From an optimization exercise on the open Yosys and OpenROAD flow, aimed at small area; shortcuts taken in it are not production practice.
In this exercise RTL edits were held to simulation tests only and were not proved equivalent to the original.

==> 08-01: inputs <==
// dataAcqCore
module dataAcqCore (
  input  logic         Clk,
  input  logic         En,
  input  logic [31:0]  cpuCommand,
  input  logic         statusClear,
  input  logic [127:0] sensorReadings,
  output logic [31:0]  resultForCpu,
  output logic [2:0]   statusBits
);
export LEC_CHECK = 0
export ABC_AREA = 1
export CAP_MARGIN = 20
export CORE_MARGIN = 2
export CORE_UTILIZATION = 70
export SLEW_MARGIN = 20
create_clock -name core_clock -period 10.0 [get_ports {Clk}]
standard.sh (not shown) runs the stock make flow with config.mk's settings and CLKGATE_MAP_FILE= SYNTH_SCRIPT=/design/flow/synth_recipe.tcl, a recipe that flattens the netlist after the stock synthesis.
==> flow/flow/run.sh <==
#!/bin/bash
# Standard ORFS flow with two changes:
#  - synthesis maps logic with an area-oriented ABC script (flow/abc_area.script);
#    registers are untouched (same dfflibmap step as the standard synthesis)
#  - adders are left to ABC too (no ADDER_MAP_FILE half/full adder cells)
#  - clock tree synthesis without dummy loads (same tree settings otherwise)
#  - every input and output port still gets a buffer, but a buf_1 one, and the
#    buffers synthesis puts on outputs sharing a net (insbuf) are buf_1 too
set -euo pipefail
rm -rf myscripts
cp -r "$FLOW_HOME/scripts" myscripts
cp flow/abc_area.script myscripts/abc_area.script
export SCRIPTS_DIR="$PWD/myscripts"
export BUFFER_PORTS_ARGS="-buffer_cell sky130_fd_sc_hd__buf_1"
bash standard.sh SCRIPTS_DIR="$PWD/myscripts" ADDER_MAP_FILE= "CTS_ARGS=-sink_clustering_enable -repair_clock_nets -dont_use_dummy_load -buf_list {sky130_fd_sc_hd__clkbuf_8} -sink_clustering_size 20 -sink_clustering_max_diameter 50" "MIN_BUF_CELL_AND_PORTS=sky130_fd_sc_hd__buf_1 A X" finish > standard.log 2>&1
==> flow/flow/abc_area.script <==
strash
&get -n
&st
&deepsyn -T 60
&dch -f
&nf -a -R 1000
&put
topo
==> 11-27: changes against 08-01 <==
--- a/flow/design.v
+++ b/flow/design.v
@@ -54,22 +54,18 @@
   logic [11:0] prev;       
   logic isEdge, isSilc, isAna;
   assign isEdge = (typ == 3'd1) || (typ == 3'd4);
   assign isSilc = (typ == 3'd5);
   assign isAna  = (typ == 3'd2) || (typ == 3'd6) || (typ == 3'd7);
-  logic        uEdge, uHit;
-  logic [2:0]  uPosA;
-  logic [1:0]  uPosB;
+  logic [2:0]  posA;
+  logic [1:0]  posB;
+  logic        hit;
   logic [11:0] tap;
-  logic        tapV;
-  assign uEdge = stIdle ? cEdge : isEdge;
-  assign uPosA = (stIdle ? {cMode[1], cTyp[1] ^ cTyp[2], cTyp[0]} :
-                           {mode[1], typ[1] ^ typ[2], typ[0]}) + ph;
-  assign uPosB = (stIdle ? {cMode[1], cTyp[2]} : {mode[1], typ[2]}) + ph[1:0];
-  assign uHit  = uEdge ? (uPosB == 2'd0) : (uPosA[1:0] == 2'd0);
-  assign tap   = uEdge ? {5'd0, ringB[0]} : uPosA[2] ? ringA[4] : ringA[0];
-  assign tapV  = uEdge ? ringBv[0] : uPosA[2] ? ringAv[4] : ringAv[0];
+  assign posA = {mode[1], typ[1] ^ typ[2], typ[0]} + ph;
+  assign posB = {mode[1], typ[2]} + ph[1:0];
+  assign hit  = isEdge ? (posB == 2'd0) : (posA[1:0] == 2'd0);
+  assign tap  = isEdge ? {5'd0, ringB[0]} : posA[2] ? ringA[4] : ringA[0];
   logic [11:0] smp;
   always_comb begin
     case (typ)
       3'd1:    smp = {11'd0, sensorReadings[16]};
       3'd4:    smp = {11'd0, sensorReadings[64]};
@@ -77,13 +73,22 @@
       3'd5:    smp = sensorReadings[80 +: 12];
       3'd6:    smp = sensorReadings[96 +: 12];
       default: smp = sensorReadings[112 +: 12];
     endcase
   end
-  logic cRefMode, cW1;
+  logic [2:0]  cPosA;
+  logic [1:0]  cPosB;
+  logic        cByp, cHit, cRefMode;
+  logic [11:0] cTap;
+  assign cPosA    = {cMode[1], cTyp[1] ^ cTyp[2], cTyp[0]} + ph;
+  assign cPosB    = {cMode[1], cTyp[2]} + ph[1:0];
+  assign cByp     = (cMode[1] ? pend2 : pend1) && (cTyp == pendT);
+  assign cHit     = cEdge ? (cPosB == 2'd0) : (cPosA[1:0] == 2'd0);
+  assign cTap     = cEdge ? {5'd0, ringB[0]} : cPosA[2] ? ringA[4] : ringA[0];
   assign cRefMode = (cMode != 2'b00);
-  assign cW1      = (cCfg == 4'b0010) || (cCfg == 4'b0101);
+  logic cV;
+  assign cV = cByp || (cEdge ? ringBv[cPosB] : ringAv[cPosA]);
   logic [2:0]  phN;
   assign phN = ph + 3'd1;
   logic        pendA, pendB, hitA;
   logic [2:0]  pPosA;
   logic [1:0]  pPosB1, pPosB2;
@@ -119,46 +124,41 @@
   logic [5:0] slpNext;
   assign slpNext = slp + {5'd0, evt};
   assign reached = isSilc && (&slpNext);
   assign limHit  = (lim == 12'd0);
   assign dc      = limHit || reached;
-  logic        needTap, incPend, stDone, tapNow, kTap, kEff;
+  logic        needRef, incPend, stDone;
   logic        refAdd, inc0, ana0, lateInc, accCin;
   logic [12:0] accAdd, accSum;
   assign stDone  = sB && sX;
-  assign tapNow  = needTap && uHit && !stIdle;
-  assign kTap    = (mode == 2'b00) ? (k1 || !tapV) : tapV;
-  assign kEff    = tapNow ? kTap : k1;
-  assign refAdd  = stIdle ? (cRefMode && uHit) : (tapNow && (mode != 2'b00));
+  assign refAdd  = needRef && hit && !stIdle;
   assign inc0    = stRun && (stRun1 || isSilc || (isEdge && rise));
   assign ana0    = isAna && stRun1;
   assign lateInc = stDone && incPend;
   assign accCin  = refAdd || inc0 || ana0 || lateInc;
   assign accAdd  = refAdd ? {1'b1, ~tap} :
                    ana0 ? {1'b0, smp} :
                    (lateInc && isAna) ? {1'b0, prev} : 13'd0;
-  assign accSum  = (acc | {13{stIdle}}) + accAdd + {12'd0, accCin};
+  assign accSum  = acc + accAdd + {12'd0, accCin};
   always_ff @(posedge Clk) begin
     prev <= smp;
-    acc  <= accSum;
     if (stIdle) begin
       typ  <= cTyp;
       mode <= cMode;
-      k1   <= uHit ? (cRefMode ? tapV : (!tapV || cW1)) : (!cRefMode && cW1);
+      k1   <= (cMode == 2'b00) ? (!cV || cCfg == 4'b0010 || cCfg == 4'b0101) : cV;
       k2   <= (cCfg == 4'b0100) || (cCfg == 4'b0101);
       sErr <= cUns ? 2'b11 : ((cEdge && !cNccNz) || (cSilc && cNs == 6'd0)) ? 2'b01 : 2'b00;
       lim  <= cSilc ? cpuCommand[15:4] :
               (cEdge && cNccNz) ? {4'd0, cNcc - 4'd1, 4'hF} : 12'd0;
-      needTap <= !uHit;
+      acc  <= (cRefMode && cHit) ? ~{1'b0, cTap} : 13'h1FFF;
+      needRef <= cRefMode && !cHit;
       incPend <= 1'b0;
       slp  <= ~cNs;
     end else begin
       lim <= lim - 12'd1;
-      if (tapNow) begin
-        needTap <= 1'b0;
-        k1      <= kTap;
-      end
+      acc <= accSum;
+      if (refAdd) needRef <= 1'b0;
       if (refAdd && (inc0 || ana0)) incPend <= 1'b1;
       slp <= slpNext;
       if (stRun) begin
         if (isSilc && limHit && !reached) sErr <= 2'b10;
       end
@@ -178,25 +178,25 @@
       default: outErr = 3'b111;
     endcase
     if (sensOk) begin
       case (mode)
         2'b00: begin
-          wr1    = kEff;
+          wr1    = k1;
           wr2    = k2;
           okOut  = 1'b1;
           outTag = 2'b00;
-          outErr = (kEff || k2) ? 3'b110 : 3'b001;
+          outErr = (k1 || k2) ? 3'b110 : 3'b001;
         end
         2'b01: begin
-          okOut  = kEff;
-          outTag = kEff ? 2'b01 : 2'b11;
-          outErr = kEff ? 3'b001 : 3'b010;
+          okOut  = k1;
+          outTag = k1 ? 2'b01 : 2'b11;
+          outErr = k1 ? 3'b001 : 3'b010;
         end
         2'b10: begin
-          okOut  = kEff;
-          outTag = kEff ? 2'b10 : 2'b11;
-          outErr = kEff ? 3'b001 : 3'b011;
+          okOut  = k1;
+          outTag = k1 ? 2'b10 : 2'b11;
+          outErr = k1 ? 3'b001 : 3'b011;
         end
         default: outErr = 3'b111;
       endcase
     end
   end
--- a/flow/flow/run.sh
+++ b/flow/flow/run.sh
@@ -10,6 +10,6 @@
 rm -rf myscripts
 cp -r "$FLOW_HOME/scripts" myscripts
 cp flow/abc_area.script myscripts/abc_area.script
 export SCRIPTS_DIR="$PWD/myscripts"
 export BUFFER_PORTS_ARGS="-buffer_cell sky130_fd_sc_hd__buf_1"
-bash standard.sh SCRIPTS_DIR="$PWD/myscripts" ADDER_MAP_FILE= "CTS_ARGS=-sink_clustering_enable -repair_clock_nets -dont_use_dummy_load -buf_list {sky130_fd_sc_hd__clkbuf_8} -sink_clustering_size 20 -sink_clustering_max_diameter 50" "MIN_BUF_CELL_AND_PORTS=sky130_fd_sc_hd__buf_1 A X" finish > standard.log 2>&1
+bash standard.sh SCRIPTS_DIR="$PWD/myscripts" ADDER_MAP_FILE= "CTS_ARGS=-sink_clustering_enable -repair_clock_nets -dont_use_dummy_load -buf_list {sky130_fd_sc_hd__clkbuf_8 sky130_fd_sc_hd__clkbuf_16} -sink_clustering_size 24 -sink_clustering_max_diameter 60" "MIN_BUF_CELL_AND_PORTS=sky130_fd_sc_hd__buf_1 A X" finish > standard.log 2>&1
--- a/flow/config.mk
+++ b/flow/config.mk
@@ -6,7 +6,10 @@
 export NUM_CORES = 4
 export LEC_CHECK = 0
 export ABC_AREA = 1
 export CAP_MARGIN = 20
 export CORE_MARGIN = 2
-export CORE_UTILIZATION = 70
+export CORE_UTILIZATION = 65
+export CTS_BUF_LIST = sky130_fd_sc_hd__clkbuf_8
+export CTS_CLUSTER_DIAMETER = 50
+export CTS_CLUSTER_SIZE = 16
 export SLEW_MARGIN = 20
==> notes <==
- 11-27 completed with no timing, DRC or antenna violations. 08-01 completed with no timing, DRC or antenna violations.
- Against 08-01, the fmax of 11-27 is higher by 29%.
- Of 11-27 and 08-01, 08-01 has the higher utilization (gap 5.9 points).
- Register-to-register slack: 08-01 is lower than 11-27 (1.5 ns).
- Of 11-27 and 08-01, 08-01 has the higher critical path depth (gap 11).
- Synthesized area: 08-01 is smaller than 11-27 (3.8%).
- Between 11-27 and 08-01, the lower die area is in 08-01 (gap 12%, measured against 08-01).

## afterwards: timing with drivers on the ports
No port has a modelled driver above. Below, the same layouts with a new extraction and two added sets of constraints.
Step 1: set_driving_cell puts a clkbuf_16 on Clk and a buf_2 on each other input, an assumption about the parent block.
Step 2 adds t to the input delays and takes it off the output delays; t is the mean of the earliest and latest rising clock arrival at the registers after step 1. Input paths then give back, and output paths get back, about the clock's delay inside the block.
Three values: ideal ports, drivers, drivers and shift; two values: the first two.
run	shift t [ns]	setup WS [ns]	worst slew at a driven data input, ns
08-01	0.514	0.425 / 0.439 / -0.075	0.04
11-27	0.494	2.595 / 2.595 / 2.245	0.05
With both steps, setup timing fails in 08-01, where it was met with ideal ports. For 08-01, which loses most, drivers alone change the setup slack by +0.014 ns; drivers and shift together by -0.500 ns.
